Context: an optimization exercise on an open-source flow, tuned for small area, a short achievable clock period and few clock cycles per item. The choices shown serve that exercise and are no tape-out recipe. Only simulation tests tie the RTL to the original design; equivalence was not proved.

==> inputs of try-quartz <==
## sub_bytes_engine
module sub_bytes_engine #(
   parameter int WORD_BYTES = 16,
   parameter int LANES      = 1,
   parameter int INVERSE_EN = 1
) (
   input  logic                    clk,
   input  logic                    rst_n,
   input  logic                    in_valid,
   output logic                    in_ready,
   input  logic [8*WORD_BYTES-1:0] in_data,
   input  logic                    in_inv,
   output logic                    out_valid,
   input  logic                    out_ready,
   output logic [8*WORD_BYTES-1:0] out_data,
   output logic                    busy
);
==> module sb_s01, before the edit <==
module sb_s01(si, inv, so);
  input [7:0] si;
  wire [7:0] si;
  input inv;
  wire inv;
  output [7:0] so;
  wire [7:0] so;
  wire _00_;
  wire _01_;
  wire _02_;
  wire _03_;
  wire _04_;
  wire _05_;
  wire _06_;
  wire _07_;
  wire _08_;
  wire _09_;
  wire _10_;
  wire _11_;
  wire _12_;
  wire _13_;
  wire _14_;
  wire _15_;
  wire _16_;
  wire _17_;
  wire _18_;
  wire _19_;
  wire _20_;
  wire _21_;
  wire _22_;
  wire _23_;
  wire _24_;
  wire _25_;
  wire _26_;
  wire _27_;
  wire _28_;
  wire _29_;
  wire _30_;
  wire _31_;
  wire _32_;
  wire _33_;
  wire _34_;
  wire _35_;
  wire _36_;
  wire _37_;
  wire _38_;
  wire _39_;
  c_xor2_1 _40_ (
    .A(si[7]),
    .B(si[4]),
    .X(_00_)
  );
  c_clkinv_1 _41_ (
    .A(inv),
    .Y(_01_)
  );
  c_xnor2_1 _42_ (
    .A(si[1]),
    .B(si[3]),
    .Y(_02_)
  );
  c_clkinv_1 _43_ (
    .A(si[0]),
    .Y(_03_)
  );
  c_nand2_1 _44_ (
    .A(_03_),
    .B(_01_),
    .Y(_04_)
  );
  c_nand3_1 _45_ (
    .A(_02_),
    .B(si[0]),
    .C(_01_),
    .Y(_05_)
  );
  c_o221ai_1 _46_ (
    .A1(si[6]),
    .A2(_01_),
    .B1(_02_),
    .B2(_04_),
    .C1(_05_),
    .Y(_06_)
  );
  c_xor2_1 _47_ (
    .A(_00_),
    .B(_06_),
    .X(so[6])
  );
  c_xor2_1 _48_ (
    .A(si[0]),
    .B(si[6]),
    .X(_07_)
  );
  c_xor2_1 _49_ (
    .A(si[1]),
    .B(_07_),
    .X(_08_)
  );
  c_nand2_1 _50_ (
    .A(si[4]),
    .B(si[5]),
    .Y(_09_)
  );
  c_clkinv_1 _51_ (
    .A(si[4]),
    .Y(_10_)
  );
  c_clkinv_1 _52_ (
    .A(si[5]),
    .Y(_11_)
  );
  c_a21oi_1 _53_ (
    .A1(_10_),
    .A2(_11_),
    .B1(_01_),
    .Y(_12_)
  );
  c_clkinv_1 _54_ (
    .A(si[2]),
    .Y(_13_)
  );
  c_or2_2 _55_ (
    .A(si[3]),
    .B(_13_),
    .X(_14_)
  );
  c_nand2_1 _56_ (
    .A(_13_),
    .B(si[3]),
    .Y(_15_)
  );
  c_a21oi_1 _57_ (
    .A1(_14_),
    .A2(_15_),
    .B1(inv),
    .Y(_16_)
  );
  c_a21oi_1 _58_ (
    .A1(_09_),
    .A2(_12_),
    .B1(_16_),
    .Y(_17_)
  );
  c_xnor2_1 _59_ (
    .A(_08_),
    .B(_17_),
    .Y(so[5])
  );
  c_xnor2_1 _60_ (
    .A(si[7]),
    .B(si[5]),
    .Y(_18_)
  );
  c_xor2_1 _61_ (
    .A(_13_),
    .B(_18_),
    .X(_19_)
  );
  c_a21boi_0 _62_ (
    .A1(_19_),
    .A2(inv),
    .B1_N(_04_),
    .Y(so[7])
  );
  c_xnor2_1 _63_ (
    .A(si[3]),
    .B(si[4]),
    .Y(_20_)
  );
  c_xnor2_1 _64_ (
    .A(si[6]),
    .B(si[5]),
    .Y(_21_)
  );
  c_nand2_1 _65_ (
    .A(_21_),
    .B(_01_),
    .Y(_22_)
  );
  c_o21ai_0 _66_ (
    .A1(_01_),
    .A2(_20_),
    .B1(_22_),
    .Y(_23_)
  );
  c_xor2_1 _67_ (
    .A(_03_),
    .B(_23_),
    .X(so[4])
  );
  c_nand2_1 _68_ (
    .A(si[1]),
    .B(inv),
    .Y(_24_)
  );
  c_o21ai_0 _69_ (
    .A1(inv),
    .A2(si[5]),
    .B1(_24_),
    .Y(_25_)
  );
  c_xor2_1 _70_ (
    .A(_10_),
    .B(_07_),
    .X(_26_)
  );
  c_xor2_1 _71_ (
    .A(_25_),
    .B(_26_),
    .X(so[3])
  );
  c_or2_2 _72_ (
    .A(si[1]),
    .B(_03_),
    .X(_27_)
  );
  c_nand2_1 _73_ (
    .A(_03_),
    .B(si[1]),
    .Y(_28_)
  );
  c_nand2_1 _74_ (
    .A(_27_),
    .B(_28_),
    .Y(_29_)
  );
  c_xor2_1 _75_ (
    .A(_13_),
    .B(_29_),
    .X(_30_)
  );
  c_a21oi_1 _76_ (
    .A1(_30_),
    .A2(_21_),
    .B1(inv),
    .Y(_31_)
  );
  c_o21ai_0 _77_ (
    .A1(_21_),
    .A2(_30_),
    .B1(_31_),
    .Y(_32_)
  );
  c_o21ai_0 _78_ (
    .A1(_01_),
    .A2(_10_),
    .B1(_32_),
    .Y(_33_)
  );
  c_xor2_1 _79_ (
    .A(si[7]),
    .B(_33_),
    .X(so[2])
  );
  c_nand2_1 _80_ (
    .A(_02_),
    .B(inv),
    .Y(_34_)
  );
  c_o21ai_0 _81_ (
    .A1(inv),
    .A2(_18_),
    .B1(_34_),
    .Y(_35_)
  );
  c_xor2_1 _82_ (
    .A(_07_),
    .B(_35_),
    .X(so[1])
  );
  c_nand2_1 _83_ (
    .A(_29_),
    .B(_11_),
    .Y(_36_)
  );
  c_nand3_1 _84_ (
    .A(_27_),
    .B(si[5]),
    .C(_28_),
    .Y(_37_)
  );
  c_nand3_1 _85_ (
    .A(_36_),
    .B(_01_),
    .C(_37_),
    .Y(_38_)
  );
  c_o21ai_0 _86_ (
    .A1(_01_),
    .A2(_10_),
    .B1(_38_),
    .Y(_39_)
  );
  c_xnor2_1 _87_ (
    .A(si[6]),
    .B(_39_),
    .Y(so[0])
  );
endmodule
==> module c_a21boi_0, before the edit <==
module c_a21boi_0(input logic A1, input logic A2, input logic B1_N, output logic Y);
   assign Y = (~A1&B1_N) | (~A2&B1_N);
endmodule
==> module c_o221ai_1, before the edit <==
module c_o221ai_1(input logic A1, input logic A2, input logic B1, input logic B2, input logic C1, output logic Y);
   assign Y = (~B1&~B2) | (~A1&~A2) | (~C1);
endmodule
Settings: LEC_CHECK=0, CAP_MARGIN=20, CORE_MARGIN=2, CORE_UTILIZATION=40, SETUP_SLACK_MARGIN=4.0, SLEW_MARGIN=20, SYNTH_HIERARCHICAL=1, SYNTH_MINIMUM_KEEP_SIZE=0; clock period 7.5 ns.
standard.sh (not shown) runs the stock make flow with config.mk's settings and CLKGATE_MAP_FILE= SYNTH_SCRIPT=/design/flow/synth_recipe.tcl, a recipe that flattens the netlist after the stock synthesis.
==> flow/flow/run.sh <==
#!/bin/bash
# The standard layout, with the port buffers made from sky130_fd_sc_hd__buf_2 instead of
# the buffer that buffer_ports picks by default (a slow delay cell).
set -euo pipefail
export BUFFER_PORTS_ARGS="-buffer_cell sky130_fd_sc_hd__buf_2"
bash standard.sh finish > standard_finish.log 2>&1
==> try-nickel: changes against try-quartz <==
--- a/flow/design.v
+++ b/flow/design.v
@@ -84,269 +84,175 @@
   wire _23_;
   wire _24_;
-  wire _25_;
-  wire _26_;
-  wire _27_;
-  wire _28_;
-  wire _29_;
-  wire _30_;
-  wire _31_;
-  wire _32_;
-  wire _33_;
-  wire _34_;
-  wire _35_;
-  wire _36_;
-  wire _37_;
-  wire _38_;
-  wire _39_;
-  c_xor2_1 _40_ (
-    .A(si[7]),
+  c_xor2_1 _25_ (
+    .A(si[6]),
     .B(si[4]),
     .X(_00_)
   );
-  c_clkinv_1 _41_ (
-    .A(inv),
-    .Y(_01_)
+  c_xor2_1 _26_ (
+    .A(si[7]),
+    .B(_00_),
+    .X(_01_)
   );
-  c_xnor2_1 _42_ (
-    .A(si[1]),
-    .B(si[3]),
+  c_xnor2_1 _27_ (
+    .A(si[0]),
+    .B(si[6]),
     .Y(_02_)
   );
-  c_clkinv_1 _43_ (
-    .A(si[0]),
+  c_xnor2_1 _28_ (
+    .A(si[1]),
+    .B(_02_),
     .Y(_03_)
   );
-  c_nand2_1 _44_ (
-    .A(_03_),
-    .B(_01_),
-    .Y(_04_)
-  );
-  c_nand3_1 _45_ (
-    .A(_02_),
-    .B(si[0]),
-    .C(_01_),
-    .Y(_05_)
+  c_xor2_1 _29_ (
+    .A(si[3]),
+    .B(_03_),
+    .X(_04_)
   );
-  c_o221ai_1 _46_ (
-    .A1(si[6]),
-    .A2(_01_),
-    .B1(_02_),
-    .B2(_04_),
-    .C1(_05_),
-    .Y(_06_)
+  c_or2_2 _30_ (
+    .A(inv),
+    .B(_04_),
+    .X(_05_)
   );
-  c_xor2_1 _47_ (
-    .A(_00_),
-    .B(_06_),
+  c_xor2_1 _31_ (
+    .A(_01_),
+    .B(_05_),
     .X(so[6])
   );
-  c_xor2_1 _48_ (
-    .A(si[0]),
-    .B(si[6]),
-    .X(_07_)
+  c_clkinv_1 _32_ (
+    .A(si[4]),
+    .Y(_06_)
   );
-  c_xor2_1 _49_ (
-    .A(si[1]),
-    .B(_07_),
-    .X(_08_)
+  c_nand2_1 _33_ (
+    .A(_06_),
+    .B(inv),
+    .Y(_07_)
   );
-  c_nand2_1 _50_ (
-    .A(si[4]),
-    .B(si[5]),
-    .Y(_09_)
+  c_o21ai_0 _34_ (
+    .A1(inv),
+    .A2(si[2]),
+    .B1(_07_),
+    .Y(_08_)
   );
-  c_clkinv_1 _51_ (
-    .A(si[4]),
-    .Y(_10_)
+  c_clkinv_1 _35_ (
+    .A(inv),
+    .Y(_09_)
   );
-  c_clkinv_1 _52_ (
+  c_xor2_1 _36_ (
     .A(si[5]),
+    .B(_03_),
+    .X(_10_)
+  );
+  c_o21ai_0 _37_ (
+    .A1(_09_),
+    .A2(_10_),
+    .B1(_05_),
     .Y(_11_)
   );
-  c_a21oi_1 _53_ (
-    .A1(_10_),
-    .A2(_11_),
-    .B1(_01_),
-    .Y(_12_)
+  c_xor2_1 _38_ (
+    .A(_08_),
+    .B(_11_),
+    .X(so[5])
   );
-  c_clkinv_1 _54_ (
+  c_xnor2_1 _39_ (
     .A(si[2]),
+    .B(si[5]),
+    .Y(_12_)
+  );
+  c_xnor2_1 _40_ (
+    .A(si[7]),
+    .B(_12_),
     .Y(_13_)
   );
-  c_or2_2 _55_ (
-    .A(si[3]),
-    .B(_13_),
-    .X(_14_)
+  c_nand2_1 _41_ (
+    .A(_09_),
+    .B(si[0]),
+    .Y(_14_)
   );
-  c_nand2_1 _56_ (
-    .A(_13_),
-    .B(si[3]),
+  c_o21ai_0 _42_ (
+    .A1(_09_),
+    .A2(_13_),
+    .B1(_14_),
+    .Y(so[7])
+  );
+  c_xnor2_1 _43_ (
+    .A(si[5]),
+    .B(_02_),
     .Y(_15_)
   );
-  c_a21oi_1 _57_ (
-    .A1(_14_),
-    .A2(_15_),
-    .B1(inv),
+  c_nand2_1 _44_ (
+    .A(_15_),
+    .B(_09_),
     .Y(_16_)
   );
-  c_a21oi_1 _58_ (
-    .A1(_09_),
-    .A2(_12_),
-    .B1(_16_),
-    .Y(_17_)
-  );
-  c_xnor2_1 _59_ (
-    .A(_08_),
-    .B(_17_),
-    .Y(so[5])
+  c_xor2_1 _45_ (
+    .A(si[0]),
+    .B(si[3]),
+    .X(_17_)
   );
-  c_xnor2_1 _60_ (
-    .A(si[7]),
-    .B(si[5]),
+  c_a21oi_1 _46_ (
+    .A1(_17_),
+    .A2(_06_),
+    .B1(_09_),
     .Y(_18_)
   );
-  c_xor2_1 _61_ (
-    .A(_13_),
-    .B(_18_),
-    .X(_19_)
+  c_o21ai_0 _47_ (
+    .A1(_06_),
+    .A2(_17_),
+    .B1(_18_),
+    .Y(_19_)
   );
-  c_a21boi_0 _62_ (
-    .A1(_19_),
-    .A2(inv),
-    .B1_N(_04_),
-    .Y(so[7])
+  c_nand2_1 _48_ (
+    .A(_16_),
+    .B(_19_),
+    .Y(so[4])
   );
-  c_xnor2_1 _63_ (
-    .A(si[3]),
-    .B(si[4]),
+  c_o21ai_0 _49_ (
+    .A1(_09_),
+    .A2(_03_),
+    .B1(_16_),
     .Y(_20_)
   );
-  c_xnor2_1 _64_ (
-    .A(si[6]),
-    .B(si[5]),
-    .Y(_21_)
-  );
-  c_nand2_1 _65_ (
-    .A(_21_),
-    .B(_01_),
-    .Y(_22_)
-  );
-  c_o21ai_0 _66_ (
-    .A1(_01_),
-    .A2(_20_),
-    .B1(_22_),
-    .Y(_23_)
-  );
-  c_xor2_1 _67_ (
-    .A(_03_),
-    .B(_23_),
-    .X(so[4])
-  );
-  c_nand2_1 _68_ (
-    .A(si[1]),
-    .B(inv),
-    .Y(_24_)
-  );
-  c_o21ai_0 _69_ (
-    .A1(inv),
-    .A2(si[5]),
-    .B1(_24_),
-    .Y(_25_)
-  );
-  c_xor2_1 _70_ (
-    .A(_10_),
-    .B(_07_),
-    .X(_26_)
-  );
-  c_xor2_1 _71_ (
-    .A(_25_),
-    .B(_26_),
+  c_xor2_1 _50_ (
+    .A(si[4]),
+    .B(_20_),
     .X(so[3])
   );
-  c_or2_2 _72_ (
-    .A(si[1]),
-    .B(_03_),
-    .X(_27_)
-  );
-  c_nand2_1 _73_ (
-    .A(_03_),
-    .B(si[1]),
-    .Y(_28_)
-  );
-  c_nand2_1 _74_ (
-    .A(_27_),
-    .B(_28_),
-    .Y(_29_)
-  );
-  c_xor2_1 _75_ (
-    .A(_13_),
-    .B(_29_),
-    .X(_30_)
-  );
-  c_a21oi_1 _76_ (
-    .A1(_30_),
-    .A2(_21_),
-    .B1(inv),
-    .Y(_31_)
-  );
-  c_o21ai_0 _77_ (
-    .A1(_21_),
-    .A2(_30_),
-    .B1(_31_),
-    .Y(_32_)
-  );
-  c_o21ai_0 _78_ (
-    .A1(_01_),
-    .A2(_10_),
-    .B1(_32_),
-    .Y(_33_)
-  );
-  c_xor2_1 _79_ (
+  c_xor2_1 _51_ (
     .A(si[7]),
-    .B(_33_),
-    .X(so[2])
-  );
-  c_nand2_1 _80_ (
-    .A(_02_),
-    .B(inv),
-    .Y(_34_)
+    .B(_08_),
+    .X(_21_)
   );
-  c_o21ai_0 _81_ (
-    .A1(inv),
-    .A2(_18_),
-    .B1(_34_),
-    .Y(_35_)
-  );
-  c_xor2_1 _82_ (
-    .A(_07_),
-    .B(_35_),
-    .X(so[1])
+  c_nand2_1 _52_ (
+    .A(_10_),
+    .B(_09_),
+    .Y(_22_)
   );
-  c_nand2_1 _83_ (
-    .A(_29_),
-    .B(_11_),
-    .Y(_36_)
+  c_xor2_1 _53_ (
+    .A(_21_),
+    .B(_22_),
+    .X(so[2])
   );
-  c_nand3_1 _84_ (
-    .A(_27_),
-    .B(si[5]),
-    .C(_28_),
-    .Y(_37_)
+  c_o21ai_0 _54_ (
+    .A1(si[7]),
+    .A2(_15_),
+    .B1(_09_),
+    .Y(_23_)
   );
-  c_nand3_1 _85_ (
-    .A(_36_),
-    .B(_01_),
-    .C(_37_),
-    .Y(_38_)
+  c_a21oi_1 _55_ (
+    .A1(si[7]),
+    .A2(_15_),
+    .B1(_23_),
+    .Y(_24_)
   );
-  c_o21ai_0 _86_ (
-    .A1(_01_),
-    .A2(_10_),
-    .B1(_38_),
-    .Y(_39_)
+  c_o21bai_1 _56_ (
+    .A1(_09_),
+    .A2(_04_),
+    .B1_N(_24_),
+    .Y(so[1])
   );
-  c_xnor2_1 _87_ (
-    .A(si[6]),
-    .B(_39_),
+  c_o21ai_0 _57_ (
+    .A1(_09_),
+    .A2(_00_),
+    .B1(_22_),
     .Y(so[0])
   );
@@ -1308,7 +1214,4 @@
   );
 endmodule
-module c_a21boi_0(input logic A1, input logic A2, input logic B1_N, output logic Y);
-   assign Y = (~A1&B1_N) | (~A2&B1_N);
-endmodule
 module c_a21oi_1(input logic A1, input logic A2, input logic B1, output logic Y);
    assign Y = (~A1&~B1) | (~A2&~B1);
@@ -1335,6 +1238,6 @@
    assign Y = (~A1&~A2) | (~B1);
 endmodule
-module c_o221ai_1(input logic A1, input logic A2, input logic B1, input logic B2, input logic C1, output logic Y);
-   assign Y = (~B1&~B2) | (~A1&~A2) | (~C1);
+module c_o21bai_1(input logic A1, input logic A2, input logic B1_N, output logic Y);
+   assign Y = (~A1&~A2) | (B1_N);
 endmodule
 module c_o22ai_1(input logic A1, input logic A2, input logic B1, input logic B2, output logic Y);
Settings changed: SETUP_SLACK_MARGIN 4.0 to 3.7.
==> run summary <==
In try-nickel the synthesized cell count is smaller than in try-quartz, by about 7%.
Of try-quartz and try-nickel, try-quartz has the higher die area (gap about 5.6%, measured against try-nickel).
Against try-nickel, the setup slack of try-quartz is higher by 0.13 ns.
In try-quartz the cell count is higher than in try-nickel, by about 15%.
Against try-nickel, the non-clock buffer count of try-quartz is higher by 375.
In sequential cell count, try-nickel and try-quartz do not differ.
Testbench counts of try-quartz, summed over its fixed seeds: cycles 1,616, items 1,600.
Testbench counts of try-nickel, summed over its fixed seeds: cycles 1,616, items 1,600.

==> port drivers added, routing unchanged <==
Ports are ideal in the flow. The routed layouts listed here were re-timed in OpenROAD. Step 1, drivers: a clkbuf_16 drives clk and a buf_2 each remaining input, both assumed. Step 2 also shifts input and output timing later by t, the mid clock arrival at the registers, as if the neighbouring blocks saw the same clock. a / b / c = ideal / step 1 / step 2; a / b = the first two.
run | t (ns) | setup slack, ns | latest minus earliest clock arrival (ns)
try-quartz | 0.597 | 3.906 / 3.851 / 3.923 | 0.024 / 0.024
try-nickel | 0.600 | 3.773 / 3.711 / 3.903 | 0.022 / 0.022
After both steps every run listed still meets setup and hold.
